This design comes from an exercise in tuning for small area, a short achievable clock period and few clock cycles on the open sky130 flow, not from production work.
RTL that was checked went through simulation tests only; none was proved equivalent to the original.
Power figures rest on the tool's default switching activity, not on a simulated workload.

==> module rrd_emit, before the edit <==
module rrd_emit (
	input  wire logic        clk,
	input  wire logic        arst_n,
	input  wire logic        wr_en,
	input  wire logic [5:0]  wr_addr,
	input  wire logic [7:0]  wr_data,
	output logic             p_busy,
	output logic             p_thr_busy,
	output logic             out_idle,
	input  wire logic        thr_backup,
	input  wire logic        p_load,
	input  wire logic [1:0]  p_status,
	input  wire logic        p_thr_seen,
	input  wire logic        p_thr_kept,
	input  wire logic        p_present,
	input  wire logic [5:0]  p_len,
	input  wire logic        p_long,
	input  wire logic        p_stop,
	input  wire logic [6:0]  p_base,
	input  wire logic [31:0] thr,
	output logic             old_v,
	output logic [6:0]       old_ptr,
	output logic             tx_valid,
	input  wire logic        tx_ready,
	output logic [1:0]       tx_status_code,
	output logic [31:0]      tx_throttle_ms,
	output logic             tx_value_present,
	output logic [5:0]       tx_value_length,
	output logic [7:0]       tx_value_byte,
	output logic [4:0]       tx_byte_index,
	output logic             tx_value_too_long,
	output logic             tx_stopped_early,
	output logic             tx_last_result
);
	logic [7:0] mem [64];
	always_ff @(posedge clk) begin
		if (wr_en) mem[wr_addr] <= wr_data;
	end
	logic       q_v, q_go;
	logic [1:0] q_st;
	logic       q_ts, q_tk, q_pr, q_lg, q_sp;
	logic [5:0] q_len;
	logic [6:0] q_base;
	logic       cv, cnew, czero;
	logic [4:0] ck, cend;
	logic [6:0] rptr;
	logic       r_v, r_last, r_first;
	logic [7:0] r_byte;
	logic [4:0] r_idx;
	logic       o_v, o_last, o_pr, o_lg, o_sp;
	logic [7:0] o_byte;
	logic [4:0] o_idx;
	logic [1:0] o_st;
	logic [31:0] o_thr;
	logic [5:0] o_len;
	wire mv_o  = r_v && (!o_v || tx_ready);
	wire mv_r  = cv && (!r_v || mv_o);
	wire clast = (ck == cend);
	wire cload = q_v && !q_go && (!cv || (mv_r && clast));
	wire q_out = mv_o && r_first;
	assign p_busy     = q_v;
	assign p_thr_busy = q_v && q_ts && !q_tk;
	logic idle_q;
	assign out_idle   = idle_q;
	assign old_v      = cv || q_v;
	assign old_ptr    = cv ? rptr : q_base;
	always_ff @(posedge clk or negedge arst_n) begin
		if (!arst_n) begin
			q_v <= 1'b0;
			idle_q <= 1'b1;
			rptr <= 7'd0;
			o_byte <= 8'd0;
			q_go <= 1'b0;
			cv  <= 1'b0;
			r_v <= 1'b0;
			o_v <= 1'b0;
		end else begin
			if (cload) rptr <= q_base;
			else if (mv_r) rptr <= rptr + 7'd1;
			if (mv_o) o_byte <= r_byte;
			idle_q <= !o_v && !r_v && !cv && !q_v;
			if (p_load) q_v <= 1'b1;
			else if (q_out) q_v <= 1'b0;
			if (p_load) q_go <= 1'b0;
			else if (cload) q_go <= 1'b1;
			if (cload) cv <= 1'b1;
			else if (mv_r && clast) cv <= 1'b0;
			if (mv_r) r_v <= 1'b1;
			else if (mv_o) r_v <= 1'b0;
			if (mv_o) o_v <= 1'b1;
			else if (tx_ready) o_v <= 1'b0;
		end
	end
	always_ff @(posedge clk) begin
		if (p_load) begin
			q_st   <= p_status;
			q_ts   <= p_thr_seen;
			q_tk   <= p_thr_kept;
			q_pr   <= p_present;
			q_len  <= p_len;
			q_lg   <= p_long;
			q_sp   <= p_stop;
			q_base <= p_base;
		end
		if (cload) begin
			cnew  <= 1'b1;
			czero <= (q_len == 6'd0);
			ck    <= 5'd0;
			cend  <= (q_len == 6'd0) ? 5'd0 : 5'(q_len - 6'd1);
		end else if (mv_r) begin
			cnew <= 1'b0;
			ck   <= ck + 5'd1;
		end
		if (mv_r) begin
			r_byte  <= czero ? 8'd0 : mem[rptr[5:0]];
			r_idx   <= ck;
			r_last  <= clast;
			r_first <= cnew;
		end
		if ((q_out && !q_tk) || thr_backup) begin
			o_thr <= thr & {32{q_ts || thr_backup}};
		end
		if (mv_o) begin
			o_idx  <= r_idx;
			o_last <= r_last;
			if (r_first) begin
				o_st  <= q_st;
				o_pr  <= q_pr;
				o_len <= q_len;
				o_lg  <= q_lg;
				o_sp  <= q_sp;
			end
		end
	end
	assign tx_valid          = o_v;
	assign tx_status_code    = o_st;
	assign tx_throttle_ms    = o_thr;
	assign tx_value_present  = o_pr;
	assign tx_value_length   = o_len;
	assign tx_value_byte     = o_byte;
	assign tx_byte_index     = o_idx;
	assign tx_value_too_long = o_lg;
	assign tx_stopped_early  = o_sp;
	assign tx_last_result    = o_last;
endmodule
export LEC_CHECK = 0
export CAP_MARGIN = 20
export CORE_MARGIN = 2
export CORE_UTILIZATION = 40
export SETUP_SLACK_MARGIN = 4.0
export SLEW_MARGIN = 20
create_clock -name core_clock -period 6.5 [get_ports {clk}]
standard.sh (not shown) runs the stock make flow with config.mk's settings and CLKGATE_MAP_FILE= SYNTH_SCRIPT=/design/flow/synth_recipe.tcl, a recipe that flattens the netlist after the stock synthesis.
==> flow/flow/run.sh <==
#!/bin/bash
set -euo pipefail
export CTS_ARGS="-sink_clustering_enable -repair_clock_nets -dont_use_dummy_load -sink_clustering_size 20 -sink_clustering_max_diameter 200"
bash standard.sh > standard_flow.log 2>&1
Next try:
--- a/flow/design.v
+++ b/flow/design.v
@@ -361,60 +361,49 @@
 	logic [7:0] mem [64];
 	always_ff @(posedge clk) begin
 		if (wr_en) mem[wr_addr] <= wr_data;
 	end
-	logic       q_v, q_go;
+	logic       q_v;
 	logic [1:0] q_st;
 	logic       q_ts, q_tk, q_pr, q_lg, q_sp;
 	logic [5:0] q_len;
 	logic [6:0] q_base;
 	logic       cv, cnew, czero;
 	logic [4:0] ck, cend;
 	logic [6:0] rptr;
-	logic       r_v, r_last, r_first;
-	logic [7:0] r_byte;
-	logic [4:0] r_idx;
 	logic       o_v, o_last, o_pr, o_lg, o_sp;
 	logic [7:0] o_byte;
 	logic [4:0] o_idx;
 	logic [1:0] o_st;
 	logic [31:0] o_thr;
 	logic [5:0] o_len;
-	wire mv_o  = r_v && (!o_v || tx_ready);
-	wire mv_r  = cv && (!r_v || mv_o);
+	wire adv   = cv && (!o_v || tx_ready);
 	wire clast = (ck == cend);
-	wire cload = q_v && !q_go && (!cv || (mv_r && clast));
-	wire q_out = mv_o && r_first;
-	assign p_busy     = q_v;
+	wire cload = q_v && !(cv && cnew) && (!cv || (adv && clast));
+	assign p_busy  = q_v;
 	assign p_thr_busy = q_v && q_ts && !q_tk;
 	logic idle_q;
 	assign out_idle   = idle_q;
-	assign old_v      = cv || q_v;
-	assign old_ptr    = cv ? rptr : q_base;
+	assign old_v   = cv || q_v;
+	assign old_ptr = cv ? rptr : q_base;
 	always_ff @(posedge clk or negedge arst_n) begin
 		if (!arst_n) begin
 			q_v <= 1'b0;
 			idle_q <= 1'b1;
 			rptr <= 7'd0;
 			o_byte <= 8'd0;
-			q_go <= 1'b0;
 			cv  <= 1'b0;
-			r_v <= 1'b0;
 			o_v <= 1'b0;
 		end else begin
 			if (cload) rptr <= q_base;
-			else if (mv_r) rptr <= rptr + 7'd1;
-			if (mv_o) o_byte <= r_byte;
-			idle_q <= !o_v && !r_v && !cv && !q_v;
+			else if (adv) rptr <= rptr + 7'd1;
+			if (adv) o_byte <= czero ? 8'd0 : mem[rptr[5:0]];
+			idle_q <= !o_v && !cv && !q_v;
 			if (p_load) q_v <= 1'b1;
-			else if (q_out) q_v <= 1'b0;
-			if (p_load) q_go <= 1'b0;
-			else if (cload) q_go <= 1'b1;
+			else if (adv && cnew) q_v <= 1'b0;
 			if (cload) cv <= 1'b1;
-			else if (mv_r && clast) cv <= 1'b0;
-			if (mv_r) r_v <= 1'b1;
-			else if (mv_o) r_v <= 1'b0;
-			if (mv_o) o_v <= 1'b1;
+			else if (adv && clast) cv <= 1'b0;
+			if (adv) o_v <= 1'b1;
 			else if (tx_ready) o_v <= 1'b0;
 		end
 	end
 	always_ff @(posedge clk) begin
@@ -432,25 +421,19 @@
 			cnew  <= 1'b1;
 			czero <= (q_len == 6'd0);
 			ck    <= 5'd0;
 			cend  <= (q_len == 6'd0) ? 5'd0 : 5'(q_len - 6'd1);
-		end else if (mv_r) begin
+		end else if (adv) begin
 			cnew <= 1'b0;
 			ck   <= ck + 5'd1;
 		end
-		if (mv_r) begin
-			r_byte  <= czero ? 8'd0 : mem[rptr[5:0]];
-			r_idx   <= ck;
-			r_last  <= clast;
-			r_first <= cnew;
-		end
-		if ((q_out && !q_tk) || thr_backup) begin
+		if ((adv && cnew && !q_tk) || thr_backup) begin
 			o_thr <= thr & {32{q_ts || thr_backup}};
 		end
-		if (mv_o) begin
-			o_idx  <= r_idx;
-			o_last <= r_last;
-			if (r_first) begin
+		if (adv) begin
+			o_idx  <= ck;
+			o_last <= clast;
+			if (cnew) begin
 				o_st  <= q_st;
 				o_pr  <= q_pr;
 				o_len <= q_len;
 				o_lg  <= q_lg;
Result: Die area is lower by about 1.8%; flip-flop and latch count came out lower by 17; combinational power drops by about 14%; final area fell by 4.7%; power falls by about 7%; critical path depth went down by 6; global-route usage is about the same; routed wire length is lower by 6.1%; via count went down by 3.7%; first-iteration DRC count rose by 11%.
Testbench counts after the change, summed over its fixed seeds: cycles 51,353.
Function not checked in the first run of this note: the RTL went through the layout flow alone.

==> port drivers added, routing unchanged <==
The flow's constraints put no driver on any port. The routed layouts listed below were extracted and timed again, unchanged, in two steps. Step 1 assumes that a clkbuf_16 drives the clock port and a buf_2 every other input. Step 2 adds t to the input delays and takes it off the output delays; t is the mean of the earliest and latest rising clock arrival at the registers after step 1. Input paths then give back, and output paths get back, about the clock's delay inside the block. Slacks: no drivers / after step 1 / after step 2; pairs: no drivers / after step 1.
run | t, ns | setup WS [ns] | worst setup path at the end
the first run | 0.631 | 3.979 / 3.965 / 3.469 | input to register
the second run | 0.645 | 3.962 / 3.902 / 3.436 | input to register
After both steps setup and hold are still met in every run listed. For the second run, which loses most, drivers alone change the setup slack by -0.060 ns; drivers and shift together by -0.526 ns.
